Source: an optimization exercise on an open RTL-to-GDS flow (aim: small area). Production flows keep margins and buffers that such runs may drop. In this exercise RTL edits were held to simulation tests only and were not proved equivalent to the original. Power and IR drop assume default switching activity.

==> try-raven <==
==> flow/design.v <==
`timescale 1ns/1ps
`default_nettype none
module csr_top (
    input  wire logic         i_clk,
    input  wire logic         i_rst_n,
    input  wire logic         i_valid,
    input  wire logic [31:0]  i_pc,
    input  wire logic         i_except_valid,
    input  wire logic [4:0]   i_except_code,
    input  wire logic [31:0]  i_tval,
    input  wire logic [2:0]   i_sys_op,
    input  wire logic [11:0]  i_csr_addr,
    input  wire logic [31:0]  i_data,
    input  wire logic         i_flush,
    input  wire logic         i_int_ext,
    input  wire logic         i_int_timer,
    input  wire logic         i_int_soft,
    output logic              o_wb_valid,
    output logic [31:0]       o_wb_pc,
    output logic              o_wb_redirect,
    output logic [31:0]       o_data,
    output logic [1:0]        o_priv,
    output logic [31:0]       o_status,
    output logic [11:0]       o_intp,
    output logic [11:0]       o_inte
);
    logic         priv_m;      
    logic         st_mie;      
    logic         st_mpie;     
    logic         st_mpp;      
    logic [31:0]  mie;
    logic [2:0]   mip_sw;      
    logic [31:0]  mtvec;
    logic [31:0]  mscratch;
    logic [31:0]  mepc;
    logic [31:0]  mcause;
    logic [31:0]  mtval;
    logic [31:0]  cnt_lo;
    logic [31:0]  cnt_hi;
    logic         valid_q;
    logic         redirect_q;
    logic [31:0]  pc_q;
    logic [31:0]  data_q;
    logic ev, mark_int, mark_sys, sys;
    logic is_exc, is_int, is_ecall, is_ebreak, is_mret, is_csr, is_trap;
    assign ev        = i_valid & i_except_valid;
    assign mark_int  = (i_except_code == 5'd25);
    assign mark_sys  = (i_except_code == 5'd24);
    assign sys       = ev & mark_sys;
    assign is_exc    = ev & ~mark_int & ~mark_sys;
    assign is_int    = ev & mark_int;
    assign is_ecall  = sys & (i_sys_op == 3'd1);
    assign is_ebreak = sys & (i_sys_op == 3'd2);
    assign is_mret   = sys & (i_sys_op == 3'd3);
    assign is_csr    = sys & i_sys_op[2] & ~(i_sys_op[1] & i_sys_op[0]);
    assign is_trap   = is_exc | is_int | is_ecall | is_ebreak;
    logic a_mstatus, a_misa, a_mie, a_mtvec, a_mscratch, a_mepc, a_mcause, a_mtval, a_mip;
    logic a_mcycle, a_mcycleh, a_cycle, a_cycleh;
    assign a_mstatus  = (i_csr_addr == 12'h300);
    assign a_misa     = (i_csr_addr == 12'h301);
    assign a_mie      = (i_csr_addr == 12'h304);
    assign a_mtvec    = (i_csr_addr == 12'h305);
    assign a_mscratch = (i_csr_addr == 12'h340);
    assign a_mepc     = (i_csr_addr == 12'h341);
    assign a_mcause   = (i_csr_addr == 12'h342);
    assign a_mtval    = (i_csr_addr == 12'h343);
    assign a_mip      = (i_csr_addr == 12'h344);
    assign a_mcycle   = (i_csr_addr == 12'hb00);
    assign a_mcycleh  = (i_csr_addr == 12'hb80);
    assign a_cycle    = (i_csr_addr == 12'hc00);
    assign a_cycleh   = (i_csr_addr == 12'hc80);
    logic [31:0] mip_rd, status_rd, rd;
    assign mip_rd    = {20'b0, mip_sw[2] | i_int_ext, 3'b0, mip_sw[1] | i_int_timer, 3'b0,
                        mip_sw[0] | i_int_soft, 3'b0};
    assign status_rd = {19'b0, st_mpp, st_mpp, 3'b0, st_mpie, 3'b0, st_mie, 3'b0};
    logic s_data, s_mtvec, s_mepc, s_mepc0, s_mstatus, s_misa, s_mie, s_mscratch;
    logic s_mcause, s_mtval, s_mip, s_lo, s_hi;
    assign s_data     = ~(is_trap | is_mret | is_csr);
    assign s_mtvec    = is_trap | (is_csr & a_mtvec);
    assign s_mepc0    = is_csr & a_mepc;
    assign s_mepc     = is_mret | s_mepc0;
    assign s_mstatus  = is_csr & a_mstatus;
    assign s_misa     = is_csr & a_misa;
    assign s_mie      = is_csr & a_mie;
    assign s_mscratch = is_csr & a_mscratch;
    assign s_mcause   = is_csr & a_mcause;
    assign s_mtval    = is_csr & a_mtval;
    assign s_mip      = is_csr & a_mip;
    assign s_lo       = is_csr & (a_mcycle | a_cycle);
    assign s_hi       = is_csr & (a_mcycleh | a_cycleh);
    assign rd = ({32{s_data}}     & i_data)
              | ({32{s_mtvec}}    & mtvec)
              | ({32{s_mepc}}     & {mepc[31:1], mepc[0] & s_mepc0})
              | ({32{s_mstatus}}  & status_rd)
              | ({32{s_misa}}     & 32'h4000_1105)
              | ({32{s_mie}}      & mie)
              | ({32{s_mscratch}} & mscratch)
              | ({32{s_mcause}}   & mcause)
              | ({32{s_mtval}}    & mtval)
              | ({32{s_mip}}      & mip_rd)
              | ({32{s_lo}}       & cnt_lo)
              | ({32{s_hi}}       & cnt_hi);
    logic op_a, op_b, op_c;
    logic [31:0] wnew;
    assign op_a = i_rst_n & ~i_sys_op[1];   
    assign op_b = i_rst_n & i_sys_op[0];    
    assign op_c = i_rst_n & i_sys_op[1];    
    assign wnew = (i_data & {32{op_a}}) | (rd & ({32{op_b}} | ({32{op_c}} & ~i_data)));
    logic upd, cw, tw, mw;
    assign upd = i_rst_n & ~i_flush;
    assign cw  = upd & is_csr;
    assign tw  = upd & is_trap;
    assign mw  = upd & is_mret;
    logic [2:0]  icode;   
    logic        r11, r7, r3;
    logic [31:0] t_cause, t_tval;
    assign r11 = mie[11] & (mip_sw[2] | i_int_ext);
    assign r7  = mie[7]  & (mip_sw[1] | i_int_timer);
    assign r3  = mie[3]  & (mip_sw[0] | i_int_soft);
    assign icode = {r11, ~r11 & ~r3 & r7, r11 | r3 | r7};
    always_comb begin
        if (is_exc)         t_cause = {27'b0, i_except_code};
        else if (is_ecall)  t_cause = {28'b0, 1'b1, 1'b0, priv_m, priv_m};
        else if (is_ebreak) t_cause = 32'd3;
        else                t_cause = {1'b1, 27'b0, icode[2], icode[1], icode[0], icode[0]};
    end
    assign t_tval = ({32{is_exc}} & i_tval) | ({32{is_ebreak}} & i_pc);
    always_ff @(posedge i_clk) begin
        if (!i_rst_n || (cw && a_mtvec))    mtvec    <= wnew;
        if (!i_rst_n || (cw && a_mscratch)) mscratch <= wnew;
        if (!i_rst_n || (cw && a_mie))      mie      <= wnew;
        if (tw)                             mepc     <= i_pc;
        else if (!i_rst_n || (cw && a_mepc)) mepc    <= wnew;
        if (tw)                             mcause   <= t_cause;
        else if (!i_rst_n || (cw && a_mcause)) mcause <= wnew;
        if (tw)                             mtval    <= t_tval;
        else if (!i_rst_n || (cw && a_mtval)) mtval  <= wnew;
        if (!i_rst_n || (cw && a_mip))      mip_sw   <= {wnew[11], wnew[7], wnew[3]};
    end
    always_ff @(posedge i_clk) begin
        if (!i_rst_n) begin
            priv_m  <= 1'b1;
            st_mie  <= 1'b0;
            st_mpie <= 1'b0;
            st_mpp  <= 1'b0;
        end else if (tw) begin
            priv_m  <= 1'b1;
            st_mie  <= 1'b0;
            st_mpie <= st_mie;
            st_mpp  <= priv_m;
        end else if (mw) begin
            priv_m  <= st_mpp;
            st_mie  <= st_mpie;
        end else if (cw && a_mstatus) begin
            st_mie  <= wnew[3];
            st_mpie <= wnew[7];
            st_mpp  <= wnew[12] | wnew[11];
        end
    end
    logic        lo_carry;
    assign lo_carry = &cnt_lo;
    always_ff @(posedge i_clk) begin
        if (!i_rst_n || (cw && a_mcycle))  cnt_lo <= wnew;
        else                               cnt_lo <= cnt_lo + 32'd1;
        if (!i_rst_n || (cw && a_mcycleh)) cnt_hi <= wnew;
        else                               cnt_hi <= cnt_hi + {31'd0, lo_carry};
    end
    always_ff @(posedge i_clk) begin
        valid_q    <= upd & i_valid;
        redirect_q <= upd & (is_trap | is_mret);
        pc_q       <= i_pc;
        data_q     <= rd;
    end
    assign o_wb_valid    = valid_q;
    assign o_wb_redirect = redirect_q;
    assign o_wb_pc       = pc_q;
    assign o_data        = data_q;
    assign o_priv        = {priv_m, priv_m};
    assign o_status      = status_rd;
    assign o_intp        = mip_rd[11:0];
    assign o_inte        = mie[11:0];
endmodule
`default_nettype wire
==> flow/run.sh <==
#!/bin/bash
# synth_recipe.tcl (not shown) runs the flow's synth.tcl, then flattens the netlist and writes it again
# the make line also repeats each setting of config.mk as NAME=value (left out here)
make -C /OpenROAD-flow-scripts/flow DESIGN_CONFIG=/design/flow/config.mk WORK_HOME=/design/flow/orfs CLKGATE_MAP_FILE= SYNTH_SCRIPT=/design/flow/synth_recipe.tcl finish
==> flow/config.mk <==
export PLATFORM = sky130hd
export DESIGN_NAME = csr_top
export DESIGN_NICKNAME = csr_top
export VERILOG_FILES = /design/flow/design.v
export SDC_FILE = /design/flow/constraint.sdc
export NUM_CORES = 4
export LEC_CHECK = 0
export ABC_AREA = 1
export CAP_MARGIN = 20
export CORE_MARGIN = 2
export CORE_UTILIZATION = 65
export CTS_BUF_LIST = sky130_fd_sc_hd__clkbuf_4
export PLACE_DENSITY = 0.75
export SLEW_MARGIN = 20
==> flow/constraint.sdc <==
create_clock -name core_clock -period 5.0 [get_ports {i_clk}]
set_input_delay 1.0000 -clock core_clock [delete_from_list [all_inputs] [get_ports {i_clk}]]
set_output_delay 1.0000 -clock core_clock [all_outputs]
set_load 0.01 [all_outputs]
==> try-tundra: changes against try-raven <==
--- a/flow/design.v
+++ b/flow/design.v
@@ -103,7 +103,7 @@
     logic op_a, op_b, op_c;
     logic [31:0] wnew;
-    assign op_a = i_rst_n & ~i_sys_op[1];   
-    assign op_b = i_rst_n & i_sys_op[0];    
-    assign op_c = i_rst_n & i_sys_op[1];    
+    assign op_a = i_rst_n & is_csr & ~i_sys_op[1];   
+    assign op_b = i_rst_n & is_csr & i_sys_op[0];    
+    assign op_c = i_rst_n & is_csr & i_sys_op[1];    
     assign wnew = (i_data & {32{op_a}}) | (rd & ({32{op_b}} | ({32{op_c}} & ~i_data)));
     logic upd, cw, tw, mw;
@@ -130,10 +130,7 @@
         if (!i_rst_n || (cw && a_mscratch)) mscratch <= wnew;
         if (!i_rst_n || (cw && a_mie))      mie      <= wnew;
-        if (tw)                             mepc     <= i_pc;
-        else if (!i_rst_n || (cw && a_mepc)) mepc    <= wnew;
-        if (tw)                             mcause   <= t_cause;
-        else if (!i_rst_n || (cw && a_mcause)) mcause <= wnew;
-        if (tw)                             mtval    <= t_tval;
-        else if (!i_rst_n || (cw && a_mtval)) mtval  <= wnew;
+        if (!i_rst_n || tw || (cw && a_mepc))   mepc   <= ({32{tw}} & i_pc) | wnew;
+        if (!i_rst_n || tw || (cw && a_mcause)) mcause <= ({32{tw}} & t_cause) | wnew;
+        if (!i_rst_n || tw || (cw && a_mtval))  mtval  <= ({32{tw}} & t_tval) | wnew;
         if (!i_rst_n || (cw && a_mip))      mip_sw   <= {wnew[11], wnew[7], wnew[3]};
     end
==> flow/flow/run.sh (new file) <==
#!/bin/bash
# Own layout flow: the standard flow (standard.sh) with three changes that only affect
# how the layout is built: an area-only ABC mapping script in synthesis, the smallest buffer
# (buf_1) as the port buffer on every input and output, and nothing else changed.
set -euo pipefail
W=$(pwd)
export AREA_ABC_SCRIPT="$W/flow/abc_area_only.script"
export FLOW_SYNTH_TCL="$W/synth_recipe.tcl"
export BUFFER_PORTS_ARGS="-buffer_cell sky130_fd_sc_hd__buf_1"
bash standard.sh SYNTH_SCRIPT="$W/flow/synth_area.tcl" finish > "$W/flow_make.log" 2>&1
==> flow/flow/abc_area_only.script (new file) <==
strash
&get -n
&st
&dc2
&dch -x -C 5000
&nf -a -R 1000
&put
strash
&get -n
&st
&dc2
&dch -x -C 5000
&nf -a -R 1000
&put
strash
&get -n
&st
&dc2
&dch -x -C 5000
&nf -a -R 1000
&put
strash
&get -n
&st
&dc2
&dch -x -C 5000
&nf -a -R 1000
&put
==> flow/flow/synth_area.tcl (new file) <==
# The standard synthesis (synth_recipe.tcl, sourced unchanged) with one difference: the
# combinational mapping runs an area-only ABC script. Flip-flop mapping, flattening and
# naming are untouched, so the registers match the standard synthesis.
proc abc {args} {
  set i [lsearch -exact $args -script]
  if { $i >= 0 } {
    set args [lreplace $args [expr { $i + 1 }] [expr { $i + 1 }] $::env(AREA_ABC_SCRIPT)]
  }
  yosys abc {*}$args
}
source $::env(FLOW_SYNTH_TCL)
==> flow/standard.sh (new file) <==
#!/bin/bash
# synth_recipe.tcl (not shown) runs the flow's synth.tcl, then flattens the netlist and writes it again
# the make line also repeats each setting of config.mk as NAME=value (left out here)
make -C /OpenROAD-flow-scripts/flow DESIGN_CONFIG=/design/flow/config.mk WORK_HOME=/design/flow/orfs CLKGATE_MAP_FILE= SYNTH_SCRIPT=/design/flow/synth_recipe.tcl "${@:-finish}"
- CTS_BUF_LIST: sky130_fd_sc_hd__clkbuf_4 -> sky130_fd_sc_hd__clkbuf_16
- CTS_CLUSTER_DIAMETER: default -> 120
- CTS_CLUSTER_SIZE: default -> 25
removed: flow/run.sh
==> try-juniper: changes against try-raven <==
--- a/flow/design.v
+++ b/flow/design.v
@@ -103,7 +103,7 @@
     logic op_a, op_b, op_c;
     logic [31:0] wnew;
-    assign op_a = i_rst_n & ~i_sys_op[1];   
-    assign op_b = i_rst_n & i_sys_op[0];    
-    assign op_c = i_rst_n & i_sys_op[1];    
+    assign op_a = i_rst_n & is_csr & ~i_sys_op[1];   
+    assign op_b = i_rst_n & is_csr & i_sys_op[0];    
+    assign op_c = i_rst_n & is_csr & i_sys_op[1];    
     assign wnew = (i_data & {32{op_a}}) | (rd & ({32{op_b}} | ({32{op_c}} & ~i_data)));
     logic upd, cw, tw, mw;
@@ -130,10 +130,7 @@
         if (!i_rst_n || (cw && a_mscratch)) mscratch <= wnew;
         if (!i_rst_n || (cw && a_mie))      mie      <= wnew;
-        if (tw)                             mepc     <= i_pc;
-        else if (!i_rst_n || (cw && a_mepc)) mepc    <= wnew;
-        if (tw)                             mcause   <= t_cause;
-        else if (!i_rst_n || (cw && a_mcause)) mcause <= wnew;
-        if (tw)                             mtval    <= t_tval;
-        else if (!i_rst_n || (cw && a_mtval)) mtval  <= wnew;
+        if (!i_rst_n || tw || (cw && a_mepc))   mepc   <= ({32{tw}} & i_pc) | wnew;
+        if (!i_rst_n || tw || (cw && a_mcause)) mcause <= ({32{tw}} & t_cause) | wnew;
+        if (!i_rst_n || tw || (cw && a_mtval))  mtval  <= ({32{tw}} & t_tval) | wnew;
         if (!i_rst_n || (cw && a_mip))      mip_sw   <= {wnew[11], wnew[7], wnew[3]};
     end
@@ -158,11 +155,16 @@
         end
     end
-    logic        lo_carry;
-    assign lo_carry = &cnt_lo;
+    logic        wr_lo, lo_max;
+    assign wr_lo = !i_rst_n || (cw && a_mcycle);
     always_ff @(posedge i_clk) begin
-        if (!i_rst_n || (cw && a_mcycle))  cnt_lo <= wnew;
-        else                               cnt_lo <= cnt_lo + 32'd1;
+        if (wr_lo) begin
+            cnt_lo <= wnew;
+            lo_max <= &wnew;
+        end else begin
+            cnt_lo <= cnt_lo + 32'd1;
+            lo_max <= (cnt_lo == 32'hffff_fffe);
+        end
         if (!i_rst_n || (cw && a_mcycleh)) cnt_hi <= wnew;
-        else                               cnt_hi <= cnt_hi + {31'd0, lo_carry};
+        else                               cnt_hi <= cnt_hi + {31'd0, lo_max};
     end
     always_ff @(posedge i_clk) begin
==> flow/flow/run.sh (new file) <==
#!/bin/bash
# Own layout flow: the standard flow (standard.sh) with three changes that only affect
# how the layout is built: an area-only ABC mapping script in synthesis, the smallest buffer
# (buf_1) as the port buffer on every input and output, and nothing else changed.
set -euo pipefail
W=$(pwd)
export AREA_ABC_SCRIPT="$W/flow/abc_area_only.script"
export FLOW_SYNTH_TCL="$W/synth_recipe.tcl"
export BUFFER_PORTS_ARGS="-buffer_cell sky130_fd_sc_hd__buf_1"
bash standard.sh SYNTH_SCRIPT="$W/flow/synth_area.tcl" finish > "$W/flow_make.log" 2>&1
==> flow/flow/abc_area_only.script (new file) <==
strash
&get -n
&st
&dc2
&dch -x -C 5000
&nf -a -R 1000
&put
strash
&get -n
&st
&dc2
&dch -x -C 5000
&nf -a -R 1000
&put
strash
&get -n
&st
&dc2
&dch -x -C 5000
&nf -a -R 1000
&put
strash
&get -n
&st
&dc2
&dch -x -C 5000
&nf -a -R 1000
&put
==> flow/flow/synth_area.tcl (new file) <==
# The standard synthesis (synth_recipe.tcl, sourced unchanged) with one difference: the
# combinational mapping runs an area-only ABC script. Flip-flop mapping, flattening and
# naming are untouched, so the registers match the standard synthesis.
proc abc {args} {
  set i [lsearch -exact $args -script]
  if { $i >= 0 } {
    set args [lreplace $args [expr { $i + 1 }] [expr { $i + 1 }] $::env(AREA_ABC_SCRIPT)]
  }
  yosys abc {*}$args
}
source $::env(FLOW_SYNTH_TCL)
==> flow/standard.sh (new file) <==
#!/bin/bash
# synth_recipe.tcl (not shown) runs the flow's synth.tcl, then flattens the netlist and writes it again
# the make line also repeats each setting of config.mk as NAME=value (left out here)
make -C /OpenROAD-flow-scripts/flow DESIGN_CONFIG=/design/flow/config.mk WORK_HOME=/design/flow/orfs CLKGATE_MAP_FILE= SYNTH_SCRIPT=/design/flow/synth_recipe.tcl "${@:-finish}"
- CTS_BUF_LIST: sky130_fd_sc_hd__clkbuf_4 -> sky130_fd_sc_hd__clkbuf_16
- CTS_CLUSTER_DIAMETER: default -> 120
- CTS_CLUSTER_SIZE: default -> 25
removed: flow/run.sh
==> metrics.yaml <==
outcome:
  run_status: "timing/DRC/antenna clean"
global_route:
  first_global_vias: 10500
  grtUsageTotal_pct: 35.2
floorplanning:
  nWellTaps: 270
synth:
  synthXorXnorAreaFrac_pct: 1.93
power:
  power.share.combinational_pct: 6.4
finish:
  stdcell_area_um2: 15600
[end of results for try-juniper]
==> metrics.yaml <==
global_route:
  first_global_vias: 13600
power:
  power.share.combinational_pct: 11.7
synth:
  synthXorXnorAreaFrac_pct: 1.86
finish:
  stdcell_area_um2: 18900
outcome:
  run_status: "timing/DRC/antenna clean"
floorplanning:
  nWellTaps: 319
[end of results for try-raven]
==> metrics.yaml <==
global_route:
  first_global_vias: 10300
  grtUsageTotal_pct: 34.5
power:
  power.share.combinational_pct: 6.4
synth:
  most_frequent_cells_after_synthesis: "195 x sky130_fd_sc_hd__edfxtp_1, 146 x sky130_fd_sc_hd__nand2_1, 134 x sky130_fd_sc_hd__dfxtp_1"
  synthXorXnorAreaFrac_pct: 2.02
outcome:
  run_status: "timing/DRC/antenna clean"
finish:
  stdcell_area_um2: 15500
floorplanning:
  nWellTaps: 270
[end of results for try-tundra]

re-timing with driven ports:
Ports are ideal in the flow. The routed layouts listed here were re-timed in OpenROAD. Step 1 assumes that a clkbuf_16 drives the clock port and a buf_2 every other input. Step 2, shift: input delay + t, output delay - t, t = (earliest + latest rising clock arrival at the registers) / 2. This alone moves slack from input paths to output paths. a / b / c = ideal / step 1 / step 2; a / b = the first two.
| run | t, ns | setup slack, ns | worst data-port slew with drivers (ns) |
|---|---|---|---|
| try-raven | 0.770 | 0.528 / 0.528 / 0.512 | 0.06 |
| try-tundra | 0.542 | 0.195 / 0.195 / 0.195 | 0.08 |
| try-juniper | 0.551 | 0.938 / 0.966 / 0.415 | 0.08 |
After both steps setup and hold are still met in every run listed. The setup slack of try-juniper, which loses most, moves by +0.028 ns with the drivers and by -0.523 ns with both steps.
